What follows belongs to an exercise in optimizing a design on an open flow for small area, a short achievable clock period and few clock cycles per item; a production flow would make more cautious choices. RTL that was checked went through simulation tests only; none was proved equivalent to the original. The RTL of run 6 was laid out without a check of its function. Power and IR drop assume default switching activity.

===== design.v =====
module tophat_subtract #(
    parameter int DATA_WIDTH = 16,
    parameter int LAG        = 35,
    parameter int DEPTH      = 128,
    localparam int PTR_W     = (DEPTH > 1) ? $clog2(DEPTH) : 1,
    localparam int CNT_W     = $clog2(DEPTH + 1),
    localparam int DROP_W    = $clog2(LAG + 2)
) (
    input  logic                  clk,
    input  logic                  areset,
    input  logic [DATA_WIDTH-1:0] axis_raw_tdata,
    input  logic                  axis_raw_tvalid,
    output logic                  axis_raw_tready,
    input  logic [DATA_WIDTH-1:0] axis_base_tdata,
    input  logic                  axis_base_tvalid,
    output logic                  axis_base_tready,
    output logic [DATA_WIDTH-1:0] axis_out_tdata,
    output logic                  axis_out_tvalid,
    input  logic                  axis_out_tready,
    output logic                  sat_flag
);
    localparam int                NB       = DEPTH / 2;       
    localparam int                NGRP     = NB / 2;          
    localparam int                NLO      = 8;               
    localparam int                NHI      = DEPTH / NLO;
    localparam logic [PTR_W-1:0]  HOLD_MAX = PTR_W'(DEPTH - 1);
    localparam logic [DROP_W-1:0] LAG_C    = DROP_W'(LAG);
    logic [DATA_WIDTH-1:0] mem [DEPTH];
    logic [NLO-1:0]        wr_lo;
    logic [NHI-1:0]        wr_hi;
    logic [NGRP-1:0]       rd_lo [2];
    logic                  rd_hi [2];
    logic                  rd_bank;        
    logic [DATA_WIDTH-1:0] rd_part [2][2];
    logic [PTR_W-1:0]      held;           
    logic [DROP_W-1:0]     drop_cnt;
    logic                  warm;           
    logic                  raw_rdy, base_rdy;
    logic                  p1_v;
    logic [DATA_WIDTH-1:0] p1_raw, p1_base;
    logic                  d_v, d_ovf;
    logic [DATA_WIDTH-1:0] d_diff;
    logic                  s_v, s_sat;
    logic [DATA_WIDTH-1:0] s_data;
    logic                  o_v, o_sat;
    logic [DATA_WIDTH-1:0] o_data;
    logic                  sticky;
    assign axis_raw_tready  = raw_rdy;
    assign axis_base_tready = base_rdy;
    assign axis_out_tdata   = o_data;
    assign axis_out_tvalid  = o_v;
    assign sat_flag         = o_sat;
    logic raw_hs, base_hs, pair, drop;
    assign raw_hs  = axis_raw_tvalid && raw_rdy;
    assign base_hs = axis_base_tvalid && base_rdy;
    assign pair    = base_hs && !warm;
    assign drop    = base_hs && warm;
    logic [DATA_WIDTH-1:0] rd_data;
    assign rd_data = rd_hi[rd_bank] ? rd_part[rd_bank][1] : rd_part[rd_bank][0];
    logic [DATA_WIDTH-1:0] diff;
    logic                  ovf;
    assign diff = p1_raw - p1_base;
    assign ovf  = (p1_raw[DATA_WIDTH-1] ^ p1_base[DATA_WIDTH-1]) &&
                  (p1_raw[DATA_WIDTH-1] ^ diff[DATA_WIDTH-1]);
    logic [DATA_WIDTH-1:0] res;
    assign res = d_ovf ? {d_diff[DATA_WIDTH-1] ? 1'b0 : 1'b1,
                          {(DATA_WIDTH-1){d_diff[DATA_WIDTH-1]}}} : d_diff;
    logic o_free;
    assign o_free = !o_v || axis_out_tready;
    logic [PTR_W-1:0] held_inc, held_dec, held_n;
    logic             raw_rdy_n, old_n;
    logic             warm_n, p1_v_n, s_v_n;
    assign held_inc = held + 1'b1;
    assign held_dec = held - 1'b1;
    always_comb begin
        case ({raw_hs, pair})
            2'b10:   held_n = held_inc;
            2'b01:   held_n = held_dec;
            default: held_n = held;
        endcase
        case ({raw_hs, pair})
            2'b10:   raw_rdy_n = held != HOLD_MAX - 1'b1;
            2'b01:   raw_rdy_n = 1'b1;
            default: raw_rdy_n = held != HOLD_MAX;
        endcase
        old_n  = pair ? (held > PTR_W'(1)) : (held != '0);
        warm_n = warm && !(drop && drop_cnt == LAG_C - 1'b1);
        p1_v_n = pair || (p1_v && s_v);
        s_v_n  = !o_free && (s_v || d_v);
    end
    always_ff @(posedge clk) begin
        for (int j = 0; j < NHI; j++) begin
            for (int i = 0; i < NLO; i++) begin
                if (raw_hs && wr_hi[j] && wr_lo[i]) mem[j * NLO + i] <= axis_raw_tdata;
            end
        end
        for (int b = 0; b < 2; b++) begin
            for (int h = 0; h < 2; h++) begin
                logic [DATA_WIDTH-1:0] acc;
                acc = '0;
                for (int i = 0; i < NGRP; i++) begin
                    acc = acc | ({DATA_WIDTH{rd_lo[b][i]}} & mem[2 * (h * NGRP + i) + b]);
                end
                rd_part[b][h] <= acc;
            end
        end
        if (pair) begin
            p1_raw  <= rd_data;
            p1_base <= axis_base_tdata;
        end
        if (!s_v) begin
            d_diff <= diff;
            d_ovf  <= ovf;
        end
        if (!o_free && !s_v && d_v) begin
            s_data <= res;
            s_sat  <= sticky || d_ovf;
        end
        if (o_free) begin
            if (s_v) begin
                o_data <= s_data;
                o_sat  <= s_sat;
            end else if (d_v) begin
                o_data <= res;
                o_sat  <= sticky || d_ovf;
            end
        end
    end
    always_ff @(posedge clk or posedge areset) begin
        if (areset) begin
            wr_lo    <= NLO'(1);
            wr_hi    <= NHI'(1);
            rd_lo[0] <= NGRP'(1);
            rd_lo[1] <= NGRP'(1);
            rd_hi[0] <= 1'b0;
            rd_hi[1] <= 1'b0;
            rd_bank  <= 1'b0;
            held     <= '0;
            drop_cnt <= '0;
            warm     <= 1'b1;
            raw_rdy  <= 1'b1;
            base_rdy <= 1'b1;
            p1_v     <= 1'b0;
            d_v      <= 1'b0;
            s_v      <= 1'b0;
            o_v      <= 1'b0;
            sticky   <= 1'b0;
        end else begin
            if (raw_hs) begin
                wr_lo <= {wr_lo[NLO-2:0], wr_lo[NLO-1]};
                if (wr_lo[NLO-1]) wr_hi <= {wr_hi[NHI-2:0], wr_hi[NHI-1]};
            end
            if (pair) begin
                rd_bank <= !rd_bank;
                for (int b = 0; b < 2; b++) begin
                    if (rd_bank == 1'(b)) begin
                        rd_lo[b] <= {rd_lo[b][NGRP-2:0], rd_lo[b][NGRP-1]};
                        if (rd_lo[b][NGRP-1]) rd_hi[b] <= !rd_hi[b];
                    end
                end
            end
            if (drop)   drop_cnt <= drop_cnt + 1'b1;
            held     <= held_n;
            warm     <= warm_n;
            raw_rdy  <= raw_rdy_n;
            base_rdy <= warm_n || (old_n && (!s_v_n || !p1_v_n));
            p1_v     <= p1_v_n;
            if (!s_v) d_v <= p1_v;
            s_v      <= s_v_n;
            o_v      <= !o_free || s_v || d_v;
            if (!s_v && d_v && d_ovf) sticky <= 1'b1;
        end
    end
endmodule

===== run.sh =====
#!/bin/bash
# synth_recipe.tcl (not shown) runs the flow's synth.tcl, then flattens the netlist and writes it again
# the make line also repeats each setting of config.mk as NAME=value (left out here)
make -C /OpenROAD-flow-scripts/flow DESIGN_CONFIG=/design/flow/config.mk WORK_HOME=/design/flow/orfs CLKGATE_MAP_FILE= SYNTH_SCRIPT=/design/flow/synth_recipe.tcl finish

===== config.mk =====
export PLATFORM = sky130hd
export DESIGN_NAME = tophat_subtract
export DESIGN_NICKNAME = tophat_subtract
export VERILOG_FILES = /design/flow/design.v
export SDC_FILE = /design/flow/constraint.sdc
export NUM_CORES = 4
export LEC_CHECK = 0
export CAP_MARGIN = 20
export CORE_MARGIN = 2
export CORE_UTILIZATION = 50
export CTS_CLUSTER_DIAMETER = 80
export CTS_CLUSTER_SIZE = 24
export SETUP_SLACK_MARGIN = 1.5
export SLEW_MARGIN = 20
export TNS_END_PERCENT = 5

===== constraint.sdc =====
create_clock -name core_clock -period 5.0 [get_ports {clk}]
set_input_delay 1.0000 -clock core_clock [delete_from_list [all_inputs] [get_ports {clk}]]
set_output_delay 1.0000 -clock core_clock [all_outputs]
set_load 0.01 [all_outputs]

==> flow_summary.json, run 1 <==
{
  "via_count": 48602,
  "firstDrtPassIters": 19,
  "synth_edf_count": 2131,
  "largest_reg_flops": 2048,
  "p_leak_nw": 28.79,
  "hold_slack_ns": 0.4327,
  "gp_congestion": 1.015,
  "fmax_mhz": 316.1,
  "crit_arrival_ns": 2.16,
  "path_buf_inv": 1,
  "n_fill_cell": 12886,
  "grt_pass1_wl_um": 388200,
  "cts_tree": "built",
  "grtUsageTotal": 0.3367,
  "grt.overflow.total": 0,
  "synthFlopType": "edfxtp_1",
  "start_kind": "flop",
  "syn_inst": 4500,
  "slew_viol_final": 0,
  "synth_nets": 4561,
  "setup_ws_ns": 1.836,
  "critPathMaxFanout": 10,
  "status": "finished clean",
  "io_pins": 57,
  "core_area_um2": 166700,
  "slowest_delay_ns": 0.73,
  "worst_pin_slew_ns": 1.292,
  "reg_top3": "mem (2048), rd_lo (64), rd_part (64)",
  "hold_path.class": "input port to flop",
  "drc": 0,
  "ir_worst_vdd_mv": 0.3889,
  "cts.repair.resized": 0,
  "worst_path_dominant_cell_family": "buffers and inverters",
  "path_class": "flop to primary output",
  "cts_root_buf": "clkbuf_16",
  "grt_max_degree": 129,
  "hold_depth": 1,
  "rr_worst_depth": 5,
  "yosys-top-cells-count": "edfxtp_1 (2131), a22oi_1 (756), clkbuf_1 (208), a22o_1 (134), nand4_1 (134)",
  "cts_made_buffers": 114,
  "grt_pass1_vias": 44478,
  "fin_skew_ns": 0.03715,
  "end_kind": "primary output",
  "clock_path_buffers": 3,
  "port_buffers": 56,
  "layout_min_cycle_time_ns": 3.164,
  "first_iter_violations": 10202,
  "die_x_um": 412.8,
  "cp_cell_sequence": "clkdlybuf4s50_1",
  "tns_ns": 0,
  "post_cts_buffers": 0,
  "hold_violations": 0,
  "vias_per_cell": 7.140,
  "synth_top_cell_area_share": 0.7659,
  "reg2reg_slack_ns": 2.11,
  "antenna_found_initial": 31,
  "largest_register": "mem",
  "synth_cell_types": 60,
  "cp_slowest_cell": "clkdlybuf4s50_1",
  "min_to": "mem[14][12]$_DFFE_PP_",
  "hold_start": "axis_raw_tdata[12]",
  "area_delta_synth_final_pct": 8.088,
  "synthTopCellsByArea": "edfxtp_1 (77%), a22oi_1 (6.8%), dfrtp_1 (3.1%)",
  "die_h_um": 412.8,
  "r2r_start": "rd_lo[0][18]$_DFFE_PP0P_",
  "final_util": 0.5419,
  "dieArea_um2": 170400,
  "setup_violations": 0,
  "wl_per_cell_um": 42.51,
  "fin_crit_sh": 0.6327,
  "async_flop_share": 0.04855,
  "postCtsHoldBufs": 0,
  "drv_cap": 0,
  "yosys_warnings": 5,
  "ys_seq_area_frac": 0.8148,
  "synth_area_um2": 83560,
  "drive_above_1_share": 0.09586,
  "timing.rr.end": "rd_part[0][6]$_DFF_P_",
  "ant_nets": 0,
  "path_clk_slew_ns": 0.09,
  "clkSinkCount": 2307,
  "syn_avg_cell_area_um2": 18.57,
  "slew_headroom": 0.1385,
  "dp_hpwl_um": 184600,
  "yosys.area.top_type": "edfxtp_1",
  "power_density_nw_per_um2": 386.2,
  "ctsHtreeMaxLevel": 3,
  "synth.most_common_cell": "edfxtp_1",
  "cp.required_ns": 4.00,
  "grt_setup_unrepaired": "false",
  "wl_um": 289400,
  "initial_core_util": 0.5014,
  "clock_latency_ns": 0.81,
  "ys_ff_latch": 2307,
  "nets": 4551,
  "core.rowCount": 150,
  "post-place-ws_ns": 1.128
}
-- report_power, final --
part / internal (mW) / switching, mW
clock: 4.70 / 6.19
sequential: 21.5 / 0.213
combinational: 0.767 / 1.47
-- how the worst max path moves through the flow --
stage / slack, ns / start / to / depth (start not counted)
after global routing: 1.80 / raw_rdy$_DFF_PP1_ / axis_raw_tready / 1
after detailed placement: 1.13 / axis_raw_tvalid / mem[112][11]$_DFFE_PP_ / 4
after global placement: 1.15 / axis_raw_tvalid / mem[112][6]$_DFFE_PP_ / 4
after floorplan: 2.03 / axis_base_tvalid / held[6]$_DFFE_PP0P_ / 10
after CTS: 1.79 / raw_rdy$_DFF_PP1_ / axis_raw_tready / 1
final: 1.84 / raw_rdy$_DFF_PP1_ / axis_raw_tready / 1
-- metrics by stage --
step | std cells | cell area, µm² | power [mW]
floorplan | 4500 | 83560 | 23.28
global placement | 6578 | 86680 | 24.40
detailed placement | 6578 | 86680 | 24.42
CTS | 6794 | 90280 | 34.87
global route | 6795 | 90280 | 35.70
finish | 6807 | 90310 | 34.88
-- cell families (layout without fill, tap and decap cells) --
logic type | count (synthesis) | count (layout) | share of synthesized area
flops | 2307 | 2307 | 0.8148
compound gates | 1129 | 1129 | 0.1060
simple gates | 561 | 561 | 0.03994
buf+inv | 337 | 427 | 0.01746
mux | 116 | 116 | 0.01533
xor+xnor | 26 | 26 | 0.002725
fa+ha+maj | 24 | 24 | 0.003684
other cells | 0 | 13 | 0
-- layer usage --
metal | global-route usage | up-vias | wire (µm)
li1 | - | 18564 | -
met3 | 0.09462 | 716 | 41540
met5 | 0 | - | 195
met1 | 0.4728 | 24777 | 104900
met4 | 0.1292 | 28 | 14250
met2 | 0.5025 | 4517 | 128500
-- cell type report --
cell class | count | area (µm²) | share of cell area
Clock buffer | 190 | 3316 | 0.03671
Timing Repair Buffer | 168 | 1585 | 0.01755
Clock inverter | 26 | 285.3 | 0.003159
Sequential cell | 2307 | 68150 | 0.7546
Antenna cell | 13 | 32.53 | 0.0003602
Multi-Input combinational cell | 1856 | 14020 | 0.1553
Inverter | 43 | 165.2 | 0.001829
Tap cell | 2204 | 2758 | 0.03053
-- cells in the final DEF, fill, tap and decap left out, drive strengths merged, types with 40 or more instances in the layout --
master / n
a221oi: 136
a22o: 134
a22oi: 756
and2: 123
buf: 128
clkbuf: 190
clkdlybuf4s50: 40
dfrtp: 105
dfxtp: 64
edfxtp: 2131
inv: 56
mux2: 96
nand3: 131
nand4: 134
or4: 61
Testbench counts, summed over its fixed seeds: cycles 2,704, items 2,400.
==> run 2, diff against run 1 <==
--- a/config.mk
+++ b/config.mk
@@ -11,5 +11,5 @@
 export CTS_CLUSTER_DIAMETER = 80
 export CTS_CLUSTER_SIZE = 24
-export SETUP_SLACK_MARGIN = 1.5
+export SETUP_SLACK_MARGIN = 2.5
 export SLEW_MARGIN = 20
 export TNS_END_PERCENT = 5
==> run 2 against run 1 <==
Still clean on timing, DRC and antenna. Sequential cell count unchanged. Final cell count increased by 0.10%. Register-to-register slack improved by 0.16 ns. Routed wire length about the same. Power about the same. Maximum frequency increased by 13%. Hold slack got worse by 0.0017 ns. Cell area about the same. Via count decreased by 0.35%. Largest cell class unchanged.
==> flow_summary.json, run 2 <==
{
  "fmax_mhz": 356.1,
  "area_delta_synth_final_pct": 8.188,
  "layout_commonest_cell": "edfxtp_1",
  "slew_headroom": 0.1448,
  "cts_root_buf": "clkbuf_16",
  "grt_max_degree": 129,
  "cp.required_ns": 5.42,
  "wl_um": 289500,
  "ir_worst_vdd_mv": 0.3863,
  "async_flop_share": 0.04855,
  "path_class": "input port to flop",
  "critPathMaxFanout": 16,
  "final_cell_mix": "edfxtp_1 (2131), a22oi_1 (756), nand4_1 (134), a22o_1 (134), nand3_1 (131)",
  "cts_made_buffers": 114,
  "postCtsHoldBufs": 0,
  "yosys_warnings": 5,
  "grt_pass1_wl_um": 388100,
  "synth.most_common_cell": "edfxtp_1",
  "hold_slack_ns": 0.4310,
  "fin_skew_ns": 0.03075,
  "path_clk_slew_ns": 0.09,
  "synth_top_cell_area_share": 0.7659,
  "gp_congestion": 1.015,
  "post-place-ws_ns": 1.128,
  "core_area_um2": 166700,
  "vias_per_cell": 7.108,
  "power_density_nw_per_um2": 386.0,
  "synth_cell_types": 60,
  "ys_ff_latch": 2307,
  "hold_path.class": "input port to flop",
  "cp_cell_sequence": "clkdlybuf4s50_1, and3_1, buf_4, and2_1",
  "p_leak_nw": 28.80,
  "worst_pin_slew_ns": 1.283,
  "via_count": 48433,
  "ctsHtreeMaxLevel": 3,
  "synth_edf_count": 2131,
  "core.rowCount": 150,
  "fin_crit_sh": 0.5616,
  "place_area_um2": 86680,
  "die_h_um": 412.8,
  "status": "finished clean",
  "clock_latency_ns": 0.81,
  "grt_pass1_vias": 44507,
  "drive_above_1_share": 0.1061,
  "synthTopCellsByArea": "edfxtp_1 (77%), a22oi_1 (6.8%), dfrtp_1 (3.1%)",
  "port_buffers": 56,
  "wl_per_cell_um": 42.48,
  "syn_inst": 4500,
  "reg_top3": "mem (2048), rd_lo (64), rd_part (64)",
  "largest_reg_flops": 2048,
  "nets": 4552,
  "ant_nets": 0,
  "yosys.area.top_type": "edfxtp_1",
  "setup_ws_ns": 2.192,
  "end_kind": "flop",
  "start_kind": "input port",
  "dp_hpwl_um": 184600,
  "synth_nets": 4561,
  "slowest_delay_ns": 0.87,
  "dieArea_um2": 170400,
  "grt.overflow.total": 0,
  "clock_path_buffers": 3,
  "grtUsageTotal": 0.3368,
  "firstDrtPassIters": 9,
  "synth_area_um2": 83560,
  "setup_violations": 0,
  "clkSinkCount": 2307,
  "drv_cap": 0,
  "crit_arrival_ns": 3.23,
  "first_iter_violations": 10162,
  "io_pins": 57,
  "antenna_found_initial": 30,
  "ys_seq_area_frac": 0.8148,
  "layout_min_cycle_time_ns": 2.808,
  "die_x_um": 412.8,
  "grt_setup_unrepaired": "true",
  "slew_viol_final": 0,
  "cp_slowest_cell": "and2_1",
  "largest_register": "mem",
  "hold_violations": 0,
  "drc": 0,
  "cts_tree": "built",
  "initial_core_util": 0.5014,
  "tns_ns": 0,
  "syn_avg_cell_area_um2": 18.57,
  "synthFlopType": "edfxtp_1",
  "yosys-top-cells-count": "edfxtp_1 (2131), a22oi_1 (756), clkbuf_1 (208), a22o_1 (134), nand4_1 (134)",
  "stdcell_area_um2": 90400
}
-- run 2: changes by cell type in the layout (fill, tap and decap cells not counted), sizes merged --
| cell | delta |
|---|---|
| buf | +3 |
| clkdlybuf4s50 | -2 |
| diode | +6 |
-- run 2: where the power goes --
group / total [mW] / leakage, nW / internal, mW / switching [mW]
Sequential: 21.7 / 21.1 / 21.5 / 0.210
Combinational: 2.24 / 5.93 / 0.769 / 1.47
Clock: 10.9 / 1.73 / 4.70 / 6.20
-- run 2: cells by family (layout without fill, tap and decap cells) --
kind of cell	Yosys count	count (layout)	share of synthesized area
AOI/OAI and AO/OA	1129	1129	0.1060
xor gates and xnor gates	26	26	0.002725
adders and majority gates	24	24	0.003684
buffers and inverters	337	428	0.01746
DFF	2307	2307	0.8148
muxes	116	116	0.01533
other	0	19	0
and+or+nand+nor	561	561	0.03994
-- run 2: final timing paths --
path,slack (ns),startpoint,end,depth (start not counted)
setup / recovery,2.19,axis_raw_tvalid,mem[106][13]$_DFFE_PP_,4
hold reg to reg,0.47,sticky$_DFFE_PP0P_,sticky$_DFFE_PP0P_,1
min in group asynchronous,0.96,areset,rd_lo[0][13]$_DFFE_PP0P_,2
hold / removal,0.43,axis_raw_tdata[12],mem[14][12]$_DFFE_PP_,1
max in group asynchronous,3.13,areset,rd_lo[1][9]$_DFFE_PP0P_,3
setup reg to reg,2.27,rd_lo[0][3]$_DFFE_PP0P_,rd_part[0][9]$_DFF_P_,4
-- run 2: cell type report --
type                            count  area [µm²]
Inverter                           43       165.2
Sequential cell                  2307       68150
Clock buffer                      190        3316
Tap cell                         2204        2758
Fill cell                       12885       76260
Multi-Input combinational cell   1856       14090
Timing Repair Buffer              169        1583
Antenna cell                       19       47.55
Clock inverter                     26       285.3
-- run 2: repair_timing --
item	CTS	global route
resized for setup	34	22
setup buffers	1	0
setup endpoints to repair	1900	1856
-- run 2: metrics by stage --
| step | utilization | cells | total power [mW] |
|---|---|---|---|
| after floorplan | - | 4500 | 23.28 |
| after global placement | 0.5201 | 6578 | 24.40 |
| after detailed placement | 0.5201 | 6578 | 24.42 |
| after CTS | 0.5419 | 6795 | 34.87 |
| after global routing | 0.5422 | 6799 | 35.71 |
| final | 0.5424 | 6814 | 34.90 |
-- run 2: per-layer routing --
| metal | up-vias | global-route usage | routed length [µm] |
|---|---|---|---|
| li1 | 18578 | - | - |
| met1 | 24853 | 0.4728 | 106100 |
| met2 | 4280 | 0.5025 | 128600 |
| met3 | 696 | 0.09409 | 40110 |
| met4 | 26 | 0.1308 | 14450 |
| met5 | - | 0 | 196 |
-- run 2: worst max-delay path: cells and delay by family --
| family | cells | cell delay [ns] |
|---|---|---|
| buf+inv | 2 | 1.10 |
| simple gates | 2 | 1.09 |
==> run 3, diff against run 2 <==
--- a/design.v
+++ b/design.v
@@ -27,4 +27,6 @@
     localparam logic [DROP_W-1:0] LAG_C    = DROP_W'(LAG);
     logic [DATA_WIDTH-1:0] mem [DEPTH];
+    logic [DATA_WIDTH-1:0] w_data;
+    logic                  w_v;
     logic [NLO-1:0]        wr_lo;
     logic [NHI-1:0]        wr_hi;
@@ -84,5 +86,10 @@
             default: raw_rdy_n = held != HOLD_MAX;
         endcase
-        old_n  = pair ? (held > PTR_W'(1)) : (held != '0);
+        case ({pair, w_v})
+            2'b11:   old_n = held > PTR_W'(2);
+            2'b10,
+            2'b01:   old_n = held > PTR_W'(1);
+            default: old_n = held != '0;
+        endcase
         warm_n = warm && !(drop && drop_cnt == LAG_C - 1'b1);
         p1_v_n = pair || (p1_v && s_v);
@@ -92,7 +99,8 @@
         for (int j = 0; j < NHI; j++) begin
             for (int i = 0; i < NLO; i++) begin
-                if (raw_hs && wr_hi[j] && wr_lo[i]) mem[j * NLO + i] <= axis_raw_tdata;
+                if (w_v && wr_hi[j] && wr_lo[i]) mem[j * NLO + i] <= w_data;
             end
         end
+        w_data <= axis_raw_tdata;
         for (int b = 0; b < 2; b++) begin
             for (int h = 0; h < 2; h++) begin
@@ -129,4 +137,5 @@
     always_ff @(posedge clk or posedge areset) begin
         if (areset) begin
+            w_v      <= 1'b0;
             wr_lo    <= NLO'(1);
             wr_hi    <= NHI'(1);
@@ -147,5 +156,6 @@
             sticky   <= 1'b0;
         end else begin
-            if (raw_hs) begin
+            w_v <= raw_hs;
+            if (w_v) begin
                 wr_lo <= {wr_lo[NLO-2:0], wr_lo[NLO-1]};
                 if (wr_lo[NLO-1]) wr_hi <= {wr_hi[NHI-2:0], wr_hi[NHI-1]};
==> run 3 against run 2 <==
Sequential power hardly changed. Maximum frequency is 4.6% higher. Synthesized cell count is 0.53% higher. Clock-buffer cell count is 11 lower. Cell area is 0.51% higher. Hold slack better by 0.052 ns. Combinational power is 14% lower. Setup slack better by 0.12 ns. Critical path type is now flop to flop. Largest cell class unchanged.
==> flow_summary.json, run 3 <==
{
  "rr_worst_depth": 5,
  "stdcell_area_um2": 90850,
  "yosys.area.top_type": "edfxtp_1",
  "die_h_um": 412.5,
  "grt.overflow.total": 0,
  "die_x_um": 412.5,
  "synth_cell_types": 64,
  "initial_core_util": 0.5046,
  "setup_violations": 0,
  "syn_avg_cell_area_um2": 18.44,
  "cts_made_buffers": 115,
  "ant_nets": 0,
  "hold_violations": 0,
  "cp_slowest_cell": "dfrtp_1",
  "async_flop_share": 0.04862,
  "wl_per_cell_um": 38.57,
  "worst_pin_slew_ns": 1.245,
  "gp_congestion": 0.8605,
  "worst_path_dominant_cell_family": "simple AND/OR/NAND/NOR gates",
  "synth_top_cell_area_share": 0.7669,
  "path_buf_inv": 2,
  "ctsHtreeMaxLevel": 3,
  "cts_root_buf": "clkbuf_16",
  "slew_headroom": 0.1647,
  "tns_ns": 0,
  "clock_path_buffers": 3,
  "largest_reg_flops": 2048,
  "first_iter_violations": 7854,
  "grt_pass1_vias": 44498,
  "core_area_um2": 165400,
  "port_buffers": 56,
  "fmax_mhz": 372.6,
  "layout_commonest_cell": "edfxtp_1",
  "path_common_cell": "buf_4",
  "synth_area_um2": 83440,
  "synth_edf_count": 2131,
  "cp.required_ns": 5.67,
  "cp_cell_sequence": "buf_4, buf_4, a22oi_1, nand4_1, or4_1",
  "clkSinkCount": 2324,
  "drv_cap": 0,
  "antenna_found_initial": 10,
  "path_class": "flop to flop",
  "fin_skew_ns": 0.05174,
  "layout_min_cycle_time_ns": 2.684,
  "syn_inst": 4524,
  "start_kind": "flop",
  "grtUsageTotal": 0.3098,
  "fin_crit_sh": 0.5367,
  "via_count": 47512,
  "synthTopCellsByArea": "edfxtp_1 (77%), a22oi_1 (9.2%), dfrtp_1 (3.2%)",
  "grt_pass1_wl_um": 363100,
  "ir_worst_vdd_mv": 0.3206,
  "grt_setup_unrepaired": "true",
  "vias_per_cell": 6.903,
  "clock_latency_ns": 0.79,
  "end_kind": "flop",
  "hold_slack_ns": 0.4827,
  "dieArea_um2": 170200,
  "final_cell_mix": "edfxtp_1 (2131), a22oi_1 (1024), nand4_1 (259)",
  "reg_top3": "mem (2048), rd_lo (64), rd_part (64)",
  "slowest_delay_ns": 0.73,
  "critPathMaxFanout": 16,
  "p_leak_nw": 29.18,
  "dp_hpwl_um": 149300,
  "yosys-top-cells-count": "edfxtp_1 (2131), a22oi_1 (1024), clkbuf_1 (290), nand4_1 (259), and3_1 (130)",
  "core.rowCount": 149,
  "firstDrtPassIters": 6,
  "hold_depth": 1,
  "path_clk_slew_ns": 0.10,
  "slew_viol_final": 0,
  "synth.most_common_cell": "edfxtp_1",
  "nets": 4656,
  "place_area_um2": 87190,
  "final_util": 0.5494,
  "largest_register": "mem",
  "synth_nets": 4588,
  "ys_ff_latch": 2324,
  "p_total_mw": 34.69,
  "status": "finished clean",
  "drive_above_1_share": 0.1175,
  "grt_max_degree": 91,
  "yosys_warnings": 5,
  "cts_tree": "built",
  "power_density_nw_per_um2": 381.8,
  "drc": 0,
  "n_fill_cell": 12710,
  "ys_seq_area_frac": 0.8201,
  "io_pins": 57,
  "hold_path.class": "flop to flop",
  "crit_arrival_ns": 3.35,
  "cp.depth": 5,
  "wl_um": 265500,
  "synthFlopType": "edfxtp_1",
  "area_delta_synth_final_pct": 8.890
}
## run 3: changes by cell type in the layout (fill, tap and decap cells not counted), sizes merged, moves of 11 or more
| cell | before | now |
|---|---|---|
| nand4 | 134 | 259 |
| a22o | 134 | 2 |
| and2 | 123 | 1 |
| dfxtp | 64 | 80 |
| a22oi | 756 | 1025 |
| buf | 131 | 200 |
| clkbuf | 190 | 179 |
| and3 | 16 | 130 |
| diode | 19 | 5 |
| a221oi | 136 | 2 |
| clkdlybuf4s50 | 38 | 53 |
| nand3 | 131 | 6 |
## run 3: path summary, 6_finish.rpt
path,to,start,slack [ns]
min in group asynchronous,held[0]$_DFFE_PP0P_,areset,0.65
hold / removal,sticky$_DFFE_PP0P_,sticky$_DFFE_PP0P_,0.48
hold reg to reg,sticky$_DFFE_PP0P_,sticky$_DFFE_PP0P_,0.48
setup / recovery,rd_part[1][2]$_DFF_P_,rd_lo[0][17]$_DFFE_PP0P_,2.32
max in group asynchronous,rd_lo[1][17]$_DFFE_PP0P_,areset,3.33
setup reg to reg,rd_part[1][2]$_DFF_P_,rd_lo[0][17]$_DFFE_PP0P_,2.32
## run 3: area by class of cell
type | instances | area [µm²] | area share
inverter | 45 | 172.7 | 0.001900
clock inverter | 35 | 365.4 | 0.004021
timing repair buffer | 256 | 2111 | 0.02323
multi-input combinational | 1850 | 13710 | 0.1509
clock buffer | 179 | 3201 | 0.03523
antenna | 5 | 12.51 | 0.0001377
tap | 2189 | 2739 | 0.03015
sequential | 2324 | 68540 | 0.7544
## run 3: stage by stage
step                instances  setup slack, ns
CTS                      6876            2.237
detailed placement       6662            1.161
global placement         6662            1.165
global route             6878            2.231
floorplan                4524            1.516
finish                   6883            2.316
## run 3: worst reg2reg max path, stage by stage, from the launching register on
cell and delay (ns):
dfrtp_1 0.73, buf_4 0.39, buf_4 0.29, a22oi_1 0.20, nand4_1 0.32, or4_1 0.63
## run 3: cell families (layout without fill, tap and decap cells)
family                   count (synthesis)  in the layout  synth area share
XOR/XNOR                                27             27          0.002834
adder cells (fa/ha/maj)                 27             27          0.004139
AND/OR/NAND/NOR                        539            539           0.04017
multiplexers                           105            105           0.01390
AO/OA/AOI/OAI                         1152           1152            0.1024
other                                    0              5                 0
flip-flops                            2324           2324            0.8201
buffers and inverters                  350            515           0.01638
## run 3: repair_timing
item | in CTS | in global routing
resized for setup | 6 | 4
hold buffers | 0 | 0
setup buffers | 0 | 1
setup endpoints to repair | 227 | 338
## run 3: layer usage
metal,up-vias,wire length (µm),global-route usage
li1,18849,-,-
met2,3138,122700,0.4827
met1,24999,101400,0.4378
met5,-,69,0
met3,516,29410,0.05817
met4,10,11990,0.1150
## run 3: power by group
group | total [mW] | internal [mW] | switching [mW] | leakage [nW]
registers | 21.9 | 21.6 | 0.298 | 21.3
clock network | 10.8 | 4.68 | 6.15 | 1.71
logic | 1.93 | 0.697 | 1.23 | 6.16
Testbench counts of run 3, summed over its fixed seeds: cycles 2,704, items 2,400.
==> run 4, diff against run 3 <==
==> flow/run.sh (new file) <==
#!/bin/bash
set -euo pipefail
export MAKEFLAGS="MATCH_CELL_FOOTPRINT=0"
export BUFFER_PORTS_ARGS="-buffer_cell sky130_fd_sc_hd__buf_4"
bash standard.sh > make_finish.log 2>&1
==> standard.sh (new file) <==
#!/bin/bash
# synth_recipe.tcl (not shown) runs the flow's synth.tcl, then flattens the netlist and writes it again
# the make line also repeats each setting of config.mk as NAME=value (left out here)
make -C /OpenROAD-flow-scripts/flow DESIGN_CONFIG=/design/flow/config.mk WORK_HOME=/design/flow/orfs CLKGATE_MAP_FILE= SYNTH_SCRIPT=/design/flow/synth_recipe.tcl "${@:-finish}"
removed: run.sh
==> run 4 against run 3 <==
Critical endpoint is now mem[71][1]$_DFFE_PP_. Critical path depth down 2. Routed wire length decreased by 0.31%. Setup slack improved by 0.040 ns. Largest cell class unchanged. Clock-buffer cell count up 3. Still clean on timing, DRC and antenna. Sequential share of layout area grew 0.25 points. Via count fell by 0.48%. Sequential cell count is the same.
==> flow_summary.json, run 4 <==
{
  "end_kind": "flop",
  "tns_ns": 0,
  "antenna_found_initial": 16,
  "synthTopCellsByArea": "edfxtp_1 (77%), a22oi_1 (9.2%), dfrtp_1 (3.2%)",
  "clock_path_buffers": 3,
  "ir_worst_vdd_mv": 0.3111,
  "cp.required_ns": 5.46,
  "core_area_um2": 165400,
  "via_count": 47285,
  "ctsHtreeMaxLevel": 3,
  "cts_made_buffers": 114,
  "area_delta_synth_final_pct": 8.533,
  "hold_start": "axis_raw_tdata[7]",
  "clock_latency_ns": 0.78,
  "syn_avg_cell_area_um2": 18.44,
  "dieArea_um2": 170200,
  "synth_cell_types": 64,
  "hold_violations": 0,
  "largest_reg_flops": 2048,
  "firstDrtPassIters": 6,
  "cts_tree": "built",
  "die_x_um": 412.5,
  "drc": 0,
  "synth_edf_count": 2131,
  "fin_skew_ns": 0.03706,
  "clkSinkCount": 2324,
  "grt_setup_unrepaired": "true",
  "hold_depth": 1,
  "grt_pass1_wl_um": 363700,
  "async_flop_share": 0.04862,
  "reg_top3": "mem (2048), rd_lo (64), rd_part (64)",
  "largest_register": "mem",
  "ys_seq_area_frac": 0.8201,
  "slew_headroom": 0.1900,
  "synth.most_common_cell": "edfxtp_1",
  "worst_pin_slew_ns": 1.215,
  "nets": 4638,
  "critPathMaxFanout": 68,
  "synth_nets": 4588,
  "p_leak_nw": 29.13,
  "final_cell_mix": "edfxtp_1 (2131), a22oi_1 (1024), nand4_1 (259)",
  "timing.rr.end": "mem[71][1]$_DFFE_PP_",
  "crit_arrival_ns": 3.11,
  "wl_um": 264700,
  "drv_cap": 0,
  "grt_max_degree": 114,
  "min_to": "w_data[7]$_DFF_P_",
  "reg2reg_slack_ns": 2.36,
  "initial_core_util": 0.5046,
  "slew_viol_final": 0,
  "synth_area_um2": 83440,
  "io_pins": 57,
  "synthFlopType": "edfxtp_1",
  "syn_inst": 4524,
  "power_density_nw_per_um2": 381.7,
  "yosys_warnings": 5,
  "yosys.area.top_type": "edfxtp_1",
  "first_iter_violations": 7870,
  "die_h_um": 412.5,
  "ys_ff_latch": 2324,
  "port_buffers": 56,
  "layout_commonest_cell": "edfxtp_1",
  "start_kind": "flop",
  "wl_per_cell_um": 38.55,
  "fin_crit_sh": 0.5287,
  "r2r_start": "w_v$_DFF_PP0_",
  "drive_above_1_share": 0.1281,
  "cts_root_buf": "clkbuf_16",
  "path_class": "flop to flop",
  "setup_violations": 0,
  "final_util": 0.5476,
  "ant_nets": 0,
  "hold_path.class": "input port to flop",
  "rr_worst_depth": 3,
  "fmax_mhz": 378.3,
  "status": "finished clean",
  "yosys-top-cells-count": "edfxtp_1 (2131), a22oi_1 (1024), clkbuf_1 (290), nand4_1 (259), and3_1 (130)",
  "grtUsageTotal": 0.3091,
  "vias_per_cell": 6.887,
  "grt.overflow.total": 0,
  "core.rowCount": 149,
  "synth_top_cell_area_share": 0.7669,
  "grt_pass1_vias": 44524,
  "path_clk_slew_ns": 0.09,
  "layout_min_cycle_time_ns": 2.644,
  "gp_congestion": 0.8683,
  "dp_hpwl_um": 150400
}
==> run 4: area by class of cell <==
class                      instances  area [µm²]
clock buffer                     182        3199
antenna                            1       2.502
sequential                      2324       68550
inverter                          45       172.7
tap                             2189        2739
clock inverter                    36       370.4
multi-input combinational       1850       13710
fill                           12754       74810
timing repair buffer             239        1814
==> run 4: layer usage <==
layer  GRT usage  wire length [µm]
met5           0                69
met4     0.09653             10210
met3     0.05409             29530
met2      0.4880            123500
met1      0.4412            101400
==> run 4: cell families (layout without fill, tap and decap cells) <==
family | count (synthesis) | after routing | synth area share
AO/OA/AOI/OAI | 1152 | 1152 | 0.1024
buffers and inverters | 350 | 502 | 0.01638
AND/OR/NAND/NOR | 539 | 539 | 0.04017
flip-flops | 2324 | 2324 | 0.8201
multiplexers | 105 | 105 | 0.01390
XOR/XNOR | 27 | 27 | 0.002834
other | 0 | 1 | 0
adder cells (fa/ha/maj) | 27 | 27 | 0.004139
==> run 4: worst max-delay path: stages, from the launching register on <==
cell     delay [ns]
dfrtp_4        0.78
buf_4          0.45
and3_1         0.69
buf_4          0.34
==> run 4: through the flow <==
| step | std cells | hold WS [ns] | setup slack [ns] | instance area, µm² | power [mW] |
|---|---|---|---|---|---|
| 2_1_floorplan | 4524 | 0.4330 | 1.516 | 83440 | 23.47 |
| 3_3_place_gp | 6646 | 0.4477 | 1.753 | 86910 | 24.16 |
| 3_5_place_dp | 6646 | 0.4474 | 1.778 | 86940 | 24.19 |
| 4_1_cts | 6864 | 0.2772 | 2.309 | 90520 | 34.61 |
| 5_1_grt | 6865 | 0.2841 | 2.293 | 90550 | 35.50 |
| 6_report | 6866 | 0.3182 | 2.356 | 90560 | 34.56 |
==> run 4: how the worst max path moves through the flow <==
stage	startpoint	endpoint	depth (start not counted)
global route	p1_raw[0]$_DFFE_PP_	d_diff[12]$_DFFE_PN_	9
detailed placement	axis_base_tvalid	held[6]$_DFFE_PP0P_	10
finish	w_v$_DFF_PP0_	mem[71][1]$_DFFE_PP_	3
global placement	axis_base_tvalid	held[6]$_DFFE_PP0P_	10
floorplan	axis_base_tvalid	held[6]$_DFFE_PP0P_	10
CTS	base_rdy$_DFF_PP1_	held[6]$_DFFE_PP0P_	9
==> run 4: repair_timing <==
| action | CTS | global route |
|---|---|---|
| setup buffers | 0 | 0 |
| resized for setup | 1 | 3 |
| hold buffers | 0 | 0 |
| endpoints found under the setup margin | 73 | 142 |
==> run 4: report_power, final <==
group	switching [mW]	leakage, nW	internal, mW
combinational	1.10	6.10	0.659
clock	6.17	1.72	4.62
sequential	0.371	21.3	21.6
total	7.64	29.1	26.9
==> run 5, diff against run 4 <==
--- a/config.mk
+++ b/config.mk
@@ -11,5 +11,5 @@
 export CTS_CLUSTER_DIAMETER = 80
 export CTS_CLUSTER_SIZE = 24
-export SETUP_SLACK_MARGIN = 2.5
+export SETUP_SLACK_MARGIN = 2.7
 export SLEW_MARGIN = 20
-export TNS_END_PERCENT = 5
+export TNS_END_PERCENT = 100
==> run 5 against run 4 <==
Sequential cell count did not move. Sequential share of layout area fell by 0.65 points. Routed wire length rose by 1.4%. Register-to-register slack improved by 0.24 ns. Maximum frequency rose by 8.2%. First-iteration DRC count rose by 3.6%. Via count rose by 1.2%. Critical path type is now flop to primary output. Critical endpoint is now axis_base_tready. Largest cell class unchanged.
==> flow_summary.json, run 5 <==
{
  "seqCellArea_um2": 68600,
  "dp_cells": 6637,
  "clock_latency_ns": 0.80,
  "nets": 4663,
  "hold_path.class": "input port to asynchronous set/reset pin",
  "syn_avg_cell_area_um2": 18.44,
  "cts_made_buffers": 118,
  "synth_area_um2": 83440,
  "yosys.area.top_type": "edfxtp_1",
  "final_cell_mix": "edfxtp_1 (2131), a22oi_1 (1021), nand4_1 (259)",
  "synthTopCellsByArea": "edfxtp_1 (77%), a22oi_1 (9.2%), dfrtp_1 (3.2%)",
  "syn_inst": 4524,
  "slew_headroom": 0.2452,
  "ant_nets": 0,
  "p_total_mw": 35.36,
  "core_area_um2": 165400,
  "synth_nets": 4588,
  "cp_slowest_cell": "dfstp_2",
  "synth-compound-area-share": 0.1024,
  "yosys-top-cells-count": "edfxtp_1 (2131), a22oi_1 (1024), clkbuf_1 (290), nand4_1 (259), and3_1 (130)",
  "antenna_found_initial": 11,
  "fmax_mhz": 409.4,
  "slowest_delay_ns": 0.56,
  "worst_pin_slew_ns": 1.132,
  "status": "finished clean",
  "die_x_um": 412.5,
  "setup_violations": 0,
  "ir_worst_vdd_mv": 0.3022,
  "power_density_nw_per_um2": 386.8,
  "grt_max_degree": 114,
  "postCtsHoldBufs": 0,
  "die_h_um": 412.5,
  "n_fill_cell": 12590,
  "synth_top_cell_area_share": 0.7669,
  "yosys_warnings": 5,
  "firstDrtPassIters": 6,
  "largest_reg_flops": 2048,
  "reg2reg_slack_ns": 2.60,
  "drive_above_1_share": 0.1422,
  "synthFlopType": "edfxtp_1",
  "cts_root_buf": "clkbuf_16",
  "clock_path_buffers": 3,
  "layout_commonest_cell": "edfxtp_1",
  "multi_input_area_um2": 13890,
  "initial_core_util": 0.5046,
  "dp_hpwl_um": 149500,
  "wl_per_cell_um": 38.89,
  "fin_skew_ns": 0.05094,
  "largest_register": "mem",
  "ys_seq_area_frac": 0.8201,
  "io_pins": 57,
  "grtUsageTotal": 0.3129,
  "worst_path_dominant_cell_family": "flip-flops",
  "drc": 0,
  "async_flop_share": 0.04862,
  "path_buf_inv": 1,
  "via_count": 47837,
  "tns_ns": 0,
  "grt_pass1_wl_um": 366900,
  "ctsHtreeMaxLevel": 3,
  "area_delta_synth_final_pct": 9.567,
  "vias_per_cell": 6.934,
  "core.rowCount": 149,
  "synth_edf_count": 2131,
  "reg_top3": "mem (2048), rd_lo (64), rd_part (64)",
  "yosys.area_share.xor_xnor": 0.002834,
  "first_iter_violations": 8155,
  "path_class": "flop to primary output",
  "start_kind": "flop",
  "hold_violations": 0,
  "crit_arrival_ns": 1.44,
  "port_buffers": 56,
  "synth_fa_ha_area_frac": 0.004139,
  "synth.most_common_cell": "edfxtp_1",
  "cp.required_ns": 4.00,
  "layoutNonFillerInstCount": 6899,
  "slew_viol_final": 0,
  "fin_crit_sh": 0.4886,
  "grt_setup_unrepaired": "true",
  "cts_tree": "built",
  "grt_pass1_vias": 45117,
  "clkSinkCount": 2324,
  "synth_top_family_by_area": "compound AO/OA/AOI/OAI gates",
  "layout_min_cycle_time_ns": 2.443,
  "synthMuxAreaShare": 0.01390,
  "wl_um": 268300,
  "grt.overflow.total": 0,
  "end_kind": "primary output",
  "synth_cell_types": 64,
  "p_leak_nw": 29.42,
  "ys_ff_latch": 2324,
  "synth-simple-area-share": 0.04017,
  "dieArea_um2": 170200,
  "drv_cap": 0,
  "cp_cell_sequence": "buf_6",
  "path_clk_slew_ns": 0.09,
  "gp_congestion": 0.8626,
  "critPathMaxFanout": 2
}
==> run 5: cells by family (layout without fill, tap and decap cells) <==
kind of cell	Yosys count	in the layout
other	0	6
flip-flops	2324	2324
multiplexers	105	105
adder cells (fa/ha/maj)	27	27
AND/OR/NAND/NOR	539	540
buffers and inverters	350	529
XOR/XNOR	27	27
AO/OA/AOI/OAI	1152	1152
==> run 5: layer usage <==
layer  vias up  share of wire  track usage
li1      18881              -            -
met1     25136           0.38       0.4416
met3       522           0.11      0.05985
met4         6          0.047       0.1239
met2      3292           0.46       0.4837
met5         -        0.00013            0
==> run 5: per-stage QoR <==
| stage | setup WS [ns] | instance area, µm² | util | hold slack, ns |
|---|---|---|---|---|
| 2_1_floorplan | 2.106 | 83520 | - | 0.4330 |
| 3_3_place_gp | 2.142 | 86900 | 0.5255 | 0.4446 |
| 3_5_place_dp | 2.098 | 86940 | 0.5258 | 0.4470 |
| 4_1_cts | 2.497 | 91150 | 0.5512 | 0.2650 |
| 5_1_grt | 2.500 | 91410 | 0.5528 | 0.2736 |
| 6_report | 2.557 | 91420 | 0.5528 | 0.2648 |
==> run 5: final timing paths <==
check | startpoint | end | depth (start not counted)
worst max-delay path | base_rdy$_DFF_PP1_ | axis_base_tready | 1
worst min-delay path | areset | rd_hi[1]$_DFFE_PP0P_ | 3
worst max register to register | p1_base[0]$_DFFE_PP_ | d_diff[12]$_DFFE_PN_ | 8
worst min register to register | sticky$_DFFE_PP0P_ | sticky$_DFFE_PP0P_ | 1
max in group asynchronous | areset | rd_lo[1][18]$_DFFE_PP0P_ | 3
min in group core_clock | axis_raw_tdata[14] | w_data[14]$_DFF_P_ | 1
==> run 5: cell type report <==
cell class | instances | share of cell area
tap | 2189 | 0.02996
multi-input combinational | 1851 | 0.1519
clock inverter | 41 | 0.005940
inverter | 45 | 0.001930
sequential | 2324 | 0.7504
antenna | 6 | 0.0001642
timing repair buffer | 259 | 0.02332
clock buffer | 184 | 0.03638
==> run 5: power by group <==
group,total (mW),switching (mW),internal (mW)
clock,11.3,6.29,5.05
combinational,2.05,1.27,0.775
sequential,22.0,0.328,21.6
==> run 5: worst reg2reg max path, stage by stage (launching register included) <==
cell      delay (ns)
edfxtp_1        0.38
ha_2            0.21
fa_2            0.38
nor2b_4         0.14
o31ai_2         0.09
a22oi_2         0.28
a31oi_1         0.15
and3_1          0.17
or3_1           0.34
==> run 5: repair_timing <==
action,CTS,global route
setup endpoints to repair,345,62
buffers inserted,12,17
cloned,1,0
resized for setup,68,29
pin swaps,12,14
==> run 6, diff against run 5 <==
--- a/design.v
+++ b/design.v
@@ -29,4 +29,7 @@
     logic [DATA_WIDTH-1:0] w_data;
     logic                  w_v;
+    logic [NLO-1:0]        w_lo;
+    logic [NLO-1:0]        wr_lo_n;
+    logic [NHI-1:0]        wr_hi_n;
     logic [NLO-1:0]        wr_lo;
     logic [NHI-1:0]        wr_hi;
@@ -68,4 +71,6 @@
     assign res = d_ovf ? {d_diff[DATA_WIDTH-1] ? 1'b0 : 1'b1,
                           {(DATA_WIDTH-1){d_diff[DATA_WIDTH-1]}}} : d_diff;
+    assign wr_lo_n = w_v ? {wr_lo[NLO-2:0], wr_lo[NLO-1]} : wr_lo;
+    assign wr_hi_n = (w_v && wr_lo[NLO-1]) ? {wr_hi[NHI-2:0], wr_hi[NHI-1]} : wr_hi;
     logic o_free;
     assign o_free = !o_v || axis_out_tready;
@@ -99,5 +104,5 @@
         for (int j = 0; j < NHI; j++) begin
             for (int i = 0; i < NLO; i++) begin
-                if (w_v && wr_hi[j] && wr_lo[i]) mem[j * NLO + i] <= w_data;
+                if (w_lo[i] && wr_hi[j]) mem[j * NLO + i] <= w_data;
             end
         end
@@ -138,4 +143,5 @@
         if (areset) begin
             w_v      <= 1'b0;
+            w_lo     <= '0;
             wr_lo    <= NLO'(1);
             wr_hi    <= NHI'(1);
@@ -157,8 +163,7 @@
         end else begin
             w_v <= raw_hs;
-            if (w_v) begin
-                wr_lo <= {wr_lo[NLO-2:0], wr_lo[NLO-1]};
-                if (wr_lo[NLO-1]) wr_hi <= {wr_hi[NHI-2:0], wr_hi[NHI-1]};
-            end
+            wr_lo <= wr_lo_n;
+            wr_hi <= wr_hi_n;
+            w_lo  <= raw_hs ? wr_lo_n : '0;
             if (pair) begin
                 rd_bank <= !rd_bank;
==> run.sh (new file) <==
#!/bin/bash
# synth_recipe.tcl (not shown) runs the flow's synth.tcl, then flattens the netlist and writes it again
# the make line also repeats each setting of config.mk as NAME=value (left out here)
make -C /OpenROAD-flow-scripts/flow DESIGN_CONFIG=/design/flow/config.mk WORK_HOME=/design/flow/orfs CLKGATE_MAP_FILE= SYNTH_SCRIPT=/design/flow/synth_recipe.tcl finish
--- a/config.mk
+++ b/config.mk
@@ -11,5 +11,5 @@
 export CTS_CLUSTER_DIAMETER = 80
 export CTS_CLUSTER_SIZE = 24
-export SETUP_SLACK_MARGIN = 2.7
+export SETUP_SLACK_MARGIN = 2.5
 export SLEW_MARGIN = 20
-export TNS_END_PERCENT = 100
+export TNS_END_PERCENT = 5
removed: flow/run.sh
removed: standard.sh
==> run 6 against run 5 <==
Still clean on timing, DRC and antenna. Clock-buffer cell count unchanged. Hold slack gained 0.20 ns. Sequential power hardly changed. Via count shrank 1.3%. Power fell by 2.4%. Combinational power is 9.8% lower.
==> flow_summary.json, run 6 <==
{
  "status": "finished clean",
  "cp.required_ns": 5.41,
  "r2r_start": "rd_bank$_DFFE_PP0P_",
  "nets": 4656,
  "clkPwrFrac": 0.308,
  "postCtsHoldBufs": 0,
  "syn_inst": 4520,
  "largest_reg_flops": 2048,
  "grt_pass1_vias": 44533,
  "hold_path.class": "flop to flop",
  "port_buffers": 56,
  "core_area_um2": 167000,
  "power.switching_mw": 7.512,
  "seqCellArea_um2": 68740,
  "worst_pin_slew_ns": 1.179,
  "ctsHtreeMaxLevel": 3,
  "synth_top_cell_area_share": 0.7617,
  "gp_congestion": 0.8357,
  "post_cts_buffers": 0,
  "cp_cell_sequence": "buf_4, a211oi_1, a21oi_1",
  "ys_seq_area_frac": 0.8169,
  "grt_setup_unrepaired": "true",
  "clock_path_buffers": 3,
  "synthTopCellsByArea": "edfxtp_1 (76%), a22oi_1 (6.3%), dfrtp_1 (3.4%)",
  "io_pins": 57,
  "cts_made_buffers": 112,
  "async_flop_share": 0.05189,
  "tns_ns": 0,
  "wl_per_cell_um": 38.48,
  "vias_per_cell": 6.857,
  "power_density_nw_per_um2": 378.5,
  "fin_crit_sh": 0.5690,
  "core.rowCount": 150,
  "synth_area_um2": 84010,
  "drive_above_1_share": 0.1173,
  "first_iter_violations": 7745,
  "fmax_mhz": 351.5,
  "synth_cell_types": 64,
  "slew_viol_final": 0,
  "rr_worst_depth": 3,
  "n_fill_cell": 12932,
  "path_clk_slew_ns": 0.09,
  "firstDrtPassIters": 5,
  "via_count": 47226,
  "timing.rr.end": "p1_raw[9]$_DFFE_PP_",
  "setup_violations": 0,
  "cts_root_buf": "clkbuf_16",
  "fin_skew_ns": 0.02511,
  "die_x_um": 413.9,
  "grt_pass1_wl_um": 361100,
  "initial_core_util": 0.5030,
  "synth_edf_count": 2131,
  "dp_hpwl_um": 145600,
  "p_comb_frac": 0.054,
  "syn_avg_cell_area_um2": 18.59,
  "synth_nets": 4584,
  "slowest_delay_ns": 0.95,
  "p_leak_nw": 29.28,
  "layout_commonest_cell": "edfxtp_1",
  "antenna_found_initial": 9,
  "grtUsageTotal": 0.3071,
  "reg2reg_slack_ns": 2.16,
  "reg_top3": "mem (2048), rd_lo (64), rd_part (64)",
  "dieArea_um2": 171300,
  "hold_start": "sticky$_DFFE_PP0P_",
  "wl_um": 265000,
  "synthFlopType": "edfxtp_1",
  "cts_tree": "built",
  "ant_nets": 0,
  "start_kind": "flop",
  "p_int_mw": 27.01,
  "area_delta_synth_final_pct": 8.583,
  "drv_cap": 0,
  "die_h_um": 413.9,
  "slew_headroom": 0.2139,
  "crit_arrival_ns": 3.26,
  "grt_max_degree": 109,
  "end_kind": "flop",
  "hold_violations": 0,
  "drc": 0,
  "final_cell_mix": "edfxtp_1 (2131), a22oi_1 (700), buf_4 (188)",
  "synth.most_common_cell": "edfxtp_1",
  "multi_input_area_um2": 14020,
  "p_sw_frac": 0.2176,
  "clock_latency_ns": 0.77,
  "critPathMaxFanout": 19,
  "crit_start": "rd_bank$_DFFE_PP0P_",
  "hold_depth": 1,
  "yosys_warnings": 5,
  "clkSinkCount": 2332,
  "path_class": "flop to flop",
  "yosys.area.top_type": "edfxtp_1",
  "p_total_mw": 34.53,
  "min_to": "sticky$_DFFE_PP0P_",
  "layout_min_cycle_time_ns": 2.845,
  "cp_slowest_cell": "a211oi_1",
  "yosys-top-cells-count": "edfxtp_1 (2131), a22oi_1 (700), clkbuf_1 (221), a22o_1 (162), a221oi_1 (161)",
  "seqPwrFrac": 0.638,
  "ys_ff_latch": 2332,
  "ir_worst_vdd_mv": 0.2780,
  "grt.overflow.total": 0,
  "largest_register": "mem"
}
run 6: changes by cell type after synthesis, sizes merged, moves of 109 or more:
cell,change
a221oi,+161
a22o,+160
a22oi,-325
and2,+130
and3,-126
nand4,-109
run 6: stage by stage:
| stage | cells | cell area (µm²) | hold WS [ns] | util | setup slack, ns |
|---|---|---|---|---|---|
| 6_report | 6887 | 91220 | 0.4663 | 0.5461 | 2.155 |
| 3_5_place_dp | 6681 | 87740 | 0.4476 | 0.5253 | 1.605 |
| 4_1_cts | 6882 | 91180 | 0.4696 | 0.5459 | 2.307 |
| 5_1_grt | 6883 | 91210 | 0.4991 | 0.5461 | 2.273 |
| 2_1_floorplan | 4520 | 84020 | 0.4330 | - | 1.550 |
| 3_3_place_gp | 6681 | 87730 | 0.4442 | 0.5252 | 1.615 |
run 6: logic make-up (layout without fill, tap and decap cells):
kind of cell | after synthesis | count (layout) | synth area share
buffers and inverters | 338 | 497 | 0.01695
muxes | 122 | 122 | 0.01607
other | 0 | 4 | 0
and+or+nand+nor | 546 | 546 | 0.03895
AOI/OAI and AO/OA | 1130 | 1130 | 0.1044
adders and majority gates | 27 | 27 | 0.004110
xor gates and xnor gates | 25 | 25 | 0.002606
DFF | 2332 | 2332 | 0.8169
run 6: timing repair:
item / CTS / global route
resized for setup: 8 / 3
pin swaps: 0 / 2
cloned: 0 / 0
setup endpoints to repair: 88 / 120
endpoints found under the hold margin: 0 / 0
run 6: power by group through the flow:
stage | combinational (mW) | clock [mW] | sequential [mW]
final | 1.85 | 10.6 | 22.0
after global routing | 2.02 | 11.3 | 22.1
after CTS | 1.82 | 10.7 | 22.0
after detailed placement | 1.82 | 0 | 22.5
after global placement | 1.79 | 0 | 22.5
after floorplan | 1.06 | 0 | 22.4
run 6: metal layers:
layer / GRT usage / up-vias / share of wire
li1: - / 18726 / -
met1: 0.4378 / 25073 / 0.39
met2: 0.4782 / 2944 / 0.46
met3: 0.05552 / 475 / 0.11
met4: 0.1098 / 8 / 0.043
met5: 0 / - / 0.00020
run 6: area by class of cell:
| class | instances | area share |
|---|---|---|
| Sequential cell | 2332 | 0.7535 |
| Clock inverter | 17 | 0.002455 |
| Tap cell | 2204 | 0.03023 |
| Multi-Input combinational cell | 1850 | 0.1537 |
| Antenna cell | 4 | 0.0001097 |
| Timing Repair Buffer | 250 | 0.02282 |
| Clock buffer | 184 | 0.03521 |
| Inverter | 46 | 0.001934 |
run 6: worst max path at each step:
stage                                           to  slack [ns]  cells past startpoint
after floorplan                held[6]$_DFFE_PP0P_        1.55                     10
after global placement          base_rdy$_DFF_PP1_        1.62                      9
after detailed placement        base_rdy$_DFF_PP1_        1.60                      9
after CTS                        axis_out_tdata[9]        2.31                      1
after global routing      rd_lo[0][17]$_DFFE_PP0P_        2.27                      3
final                          p1_raw[9]$_DFFE_PP_        2.16                      3
run 6: worst max-delay path: cells and delay by family, from the launching register on:
family	cells	cell delay (ns)
buf+inv	1	0.45
flops	1	0.79
compound gates	2	1.24
==> run 7, diff against run 6 <==
--- a/design.v
+++ b/design.v
@@ -42,4 +42,7 @@
     logic                  warm;           
     logic                  raw_rdy, base_rdy;
+    logic                  raw_nrdy, base_nrdy;
+    assign raw_rdy  = !raw_nrdy;
+    assign base_rdy = !base_nrdy;
     logic                  p1_v;
     logic [DATA_WIDTH-1:0] p1_raw, p1_base;
@@ -154,6 +157,6 @@
             drop_cnt <= '0;
             warm     <= 1'b1;
-            raw_rdy  <= 1'b1;
-            base_rdy <= 1'b1;
+            raw_nrdy  <= 1'b0;
+            base_nrdy <= 1'b0;
             p1_v     <= 1'b0;
             d_v      <= 1'b0;
@@ -178,6 +181,6 @@
             held     <= held_n;
             warm     <= warm_n;
-            raw_rdy  <= raw_rdy_n;
-            base_rdy <= warm_n || (old_n && (!s_v_n || !p1_v_n));
+            raw_nrdy  <= !raw_rdy_n;
+            base_nrdy <= !(warm_n || (old_n && (!s_v_n || !p1_v_n)));
             p1_v     <= p1_v_n;
             if (!s_v) d_v <= p1_v;
==> flow/run.sh (new file) <==
#!/bin/bash
set -euo pipefail
export MAKEFLAGS="MATCH_CELL_FOOTPRINT=0"
export BUFFER_PORTS_ARGS="-buffer_cell sky130_fd_sc_hd__buf_4"
bash standard.sh > make_finish.log 2>&1
==> standard.sh (new file) <==
#!/bin/bash
# synth_recipe.tcl (not shown) runs the flow's synth.tcl, then flattens the netlist and writes it again
# the make line also repeats each setting of config.mk as NAME=value (left out here)
make -C /OpenROAD-flow-scripts/flow DESIGN_CONFIG=/design/flow/config.mk WORK_HOME=/design/flow/orfs CLKGATE_MAP_FILE= SYNTH_SCRIPT=/design/flow/synth_recipe.tcl "${@:-finish}"
--- a/config.mk
+++ b/config.mk
@@ -11,5 +11,5 @@
 export CTS_CLUSTER_DIAMETER = 80
 export CTS_CLUSTER_SIZE = 24
-export SETUP_SLACK_MARGIN = 2.5
+export SETUP_SLACK_MARGIN = 2.7
 export SLEW_MARGIN = 20
-export TNS_END_PERCENT = 5
+export TNS_END_PERCENT = 100
removed: run.sh
==> run 7 against run 6 <==
Via count grew 0.70%. Hold slack lost 0.14 ns. Largest power group unchanged. Combinational power grew to 3.5 times the previous value. Highest routed layer unchanged. Core utilization grew 0.32 points. Sequential cell count is the same. Die area is essentially flat. Register-to-register slack gained 0.53 ns. Cell area grew 0.58%. First-iteration DRC count grew 3.8%.
==> flow_summary.json, run 7 <==
{
  "wl_per_cell_um": 38.43,
  "crit_arrival_ns": 1.42,
  "io_pins": 57,
  "hold_violations": 0,
  "grtUsageTotal": 0.3084,
  "vias_per_cell": 6.863,
  "synth_top_cell_area_share": 0.7621,
  "final_cell_mix": "edfxtp_1 (2131), a22oi_1 (696), buf_4 (233)",
  "slew_headroom": 0.3100,
  "ant_nets": 0,
  "clock_path_buffers": 3,
  "p_sw_frac": 0.2744,
  "slowest_delay_ns": 0.38,
  "cp.required_ns": 4.00,
  "layout_min_cycle_time_ns": 2.416,
  "grt.overflow.total": 0,
  "slew_viol_final": 0,
  "syn_inst": 4522,
  "timing.rr.end": "d_diff[12]$_DFFE_PN_",
  "largest_register": "mem",
  "dieArea_um2": 171200,
  "ys_seq_area_frac": 0.8173,
  "fmax_mhz": 413.9,
  "n_fill_cell": 12917,
  "place_area_um2": 87620,
  "largest_reg_flops": 2048,
  "drv_cap": 0,
  "reg2reg_slack_ns": 2.69,
  "yosys-top-cells-count": "edfxtp_1 (2131), a22oi_1 (696), clkbuf_1 (219), a221oi_1 (165), a22o_1 (164)",
  "cp_slowest_cell": "dfrtp_1",
  "p_total_mw": 39.99,
  "status": "finished clean",
  "setup_violations": 0,
  "reg_top3": "mem (2048), rd_lo (64), rd_part (64)",
  "ys_ff_latch": 2332,
  "hold_path.class": "input port to flop",
  "grt_max_degree": 122,
  "drc": 0,
  "cp_cell_sequence": "clkinvlp_4, buf_6",
  "r2r_start": "p1_raw[0]$_DFFE_PP_",
  "power.switching_mw": 10.97,
  "gp_congestion": 0.8309,
  "rr_worst_depth": 9,
  "firstDrtPassIters": 6,
  "hold_start": "axis_raw_tdata[12]",
  "drive_above_1_share": 0.1408,
  "cts_tree": "built",
  "ctsHtreeMaxLevel": 3,
  "wl_um": 266300,
  "synthTopCellsByArea": "edfxtp_1 (76%), a22oi_1 (6.2%), dfrtp_1 (3.5%)",
  "antenna_found_initial": 7,
  "stdcell_area_um2": 91750,
  "clock_latency_ns": 0.78,
  "layout_commonest_cell": "edfxtp_1",
  "nets": 4691,
  "synth_nets": 4586,
  "syn_avg_cell_area_um2": 18.57,
  "area_delta_synth_final_pct": 9.271,
  "yosys_warnings": 5,
  "core.rowCount": 150,
  "worst_pin_slew_ns": 1.029,
  "clkSinkCount": 2332,
  "die_x_um": 413.8,
  "synth_cell_types": 59,
  "fin_crit_sh": 0.4832,
  "final_util": 0.5493,
  "synthFlopType": "edfxtp_1",
  "min_to": "w_data[12]$_DFF_P_",
  "postCtsHoldBufs": 0,
  "path_buf_inv": 2,
  "start_kind": "flop",
  "ir_worst_vdd_mv": 0.3156,
  "p_leak_nw": 29.37,
  "fin_skew_ns": 0.02847,
  "p_comb_frac": 0.160,
  "hold_depth": 1,
  "synth_edf_count": 2131,
  "power_density_nw_per_um2": 435.8,
  "critPathMaxFanout": 2,
  "end_kind": "primary output",
  "cp.depth": 2,
  "cts_made_buffers": 110,
  "synth.most_common_cell": "edfxtp_1",
  "grt_pass1_wl_um": 362700,
  "worst_path_dominant_cell_family": "flip-flops",
  "p_int_mw": 29.02,
  "synth_area_um2": 83970,
  "core_area_um2": 167000,
  "async_flop_share": 0.05189,
  "grt_pass1_vias": 44549,
  "clkPwrFrac": 0.260,
  "path_clk_slew_ns": 0.09,
  "port_buffers": 56,
  "cts_root_buf": "clkbuf_16",
  "initial_core_util": 0.5027,
  "seqPwrFrac": 0.580,
  "tns_ns": 0,
  "yosys.area.top_type": "edfxtp_1",
  "path_class": "flop to primary output",
  "first_iter_violations": 8036,
  "grt_setup_unrepaired": "true",
  "dp_hpwl_um": 144500,
  "seqCellArea_um2": 68840,
  "die_h_um": 413.8,
  "multi_input_area_um2": 14190,
  "via_count": 47555
}
## run 7: repair_timing
action	4_1_cts	5_1_grt
setup buffers	11	33
setup endpoints to repair	141	52
gates resized for setup	67	45
pin swaps	4	7
## run 7: worst max path at each step
stage                        from                   to  slack [ns]
2_1_floorplan              areset  base_nrdy$_DFF_PP0_        2.52
3_3_place_gp     axis_base_tvalid  held[6]$_DFFE_PP0P_        1.85
3_5_place_dp     axis_base_tvalid  held[6]$_DFFE_PP0P_        1.83
4_1_cts        raw_nrdy$_DFF_PP0_      axis_raw_tready        2.51
5_1_grt        raw_nrdy$_DFF_PP0_      axis_raw_tready        2.52
6_report       raw_nrdy$_DFF_PP0_      axis_raw_tready        2.58
## run 7: stage by stage
stage,std cells,hold slack [ns],setup slack [ns]
CTS,6895,0.2769,2.514
finish,6929,0.3225,2.584
global placement,6675,0.4477,1.847
detailed placement,6675,0.4583,1.834
global route,6928,0.2890,2.522
floorplan,4522,0.4330,2.521
## run 7: layout make-up
class / instances / share of cell area
antenna: 1 / 0.00002727
clock buffer: 191 / 0.03469
clock inverter: 18 / 0.001514
inverter: 50 / 0.002264
multi-input combinational: 1847 / 0.1547
sequential: 2332 / 0.7503
tap: 2204 / 0.03005
timing repair buffer: 286 / 0.02643
## run 7: worst register-to-register path, cell delays in order, from the launching register on
cell and delay [ns]:
edfxtp_1 0.34, inv_1 0.04, ha_1 0.21, fa_2 0.37, nor2b_4 0.12, o31a_1 0.21
o21ai_2 0.09, a211oi_2 0.27, nor4_1 0.09, a2111o_1 0.34
## run 7: kinds of logic (layout without fill, tap and decap cells)
logic type               count (synthesis)  after routing  synth area share
multiplexers                           122            122           0.01608
AO/OA/AOI/OAI                         1131           1131            0.1044
adder cells (fa/ha/maj)                 27             27          0.004113
AND/OR/NAND/NOR                        542            542           0.03861
XOR/XNOR                                25             25          0.002608
buffers and inverters                  343            545           0.01687
other                                    0              1                 0
flip-flops                            2332           2332            0.8173
## run 7: routing by layer
layer / global-route usage / part of all wire / vias to the layer above
met1: 0.4298 / 0.38 / 25034
met3: 0.05267 / 0.11 / 532
li1: - / - / 18813
met4: 0.1131 / 0.045 / 4
met2: 0.4915 / 0.47 / 3172
met5: 0 / 0.00010 / -
## run 7: power groups by stage
stage | Clock [mW] | Sequential, mW | Combinational (mW)
4_1_cts | 10.5 | 23.3 | 6.03
5_1_grt | 11.1 | 23.2 | 6.76
6_report | 10.4 | 23.2 | 6.39
3_5_place_dp | 0 | 23.8 | 5.78
3_3_place_gp | 0 | 23.8 | 5.73
2_1_floorplan | 0 | 22.9 | 3.81
Testbench counts of run 7, summed over its fixed seeds: cycles 2,704, items 2,400.

[afterwards: timing with drivers on the ports]
How much do the figures lean on ideal ports? The routed layouts below were timed once more, with nothing changed but the port constraints. Step 1, drivers: a clkbuf_16 drives clk and a buf_2 each remaining input, both assumed. Step 2 moves the port delays by t, midway between the first and last clock arrival at a register: inputs arrive t later, outputs are due t later. That takes back most of the time a late clock gives input paths. a / b / c = ideal ports / drivers / drivers and shift; a / b = the first two.
| run | shift t [ns] | setup WS [ns] | clock arrival spread, ns |
|---|---|---|---|
| run 1 | 0.870 | 1.836 / 1.729 / 0.859 | 0.040 / 0.040 |
| run 2 | 0.871 | 2.192 / 2.083 / 1.212 | 0.037 / 0.037 |
| run 3 | 0.853 | 2.316 / 2.241 / 1.643 | 0.058 / 0.059 |
| run 4 | 0.848 | 2.356 / 2.356 / 1.919 | 0.041 / 0.040 |
| run 5 | 0.850 | 2.557 / 2.478 / 2.293 | 0.051 / 0.052 |
| run 6 | 0.838 | 2.155 / 2.155 / 1.584 | 0.028 / 0.028 |
| run 7 | 0.853 | 2.584 / 2.496 / 2.244 | 0.034 / 0.034 |
After both steps every run listed still meets setup and hold. For run 2, which loses most, drivers alone change the setup slack by -0.109 ns; drivers and shift together by -0.980 ns.
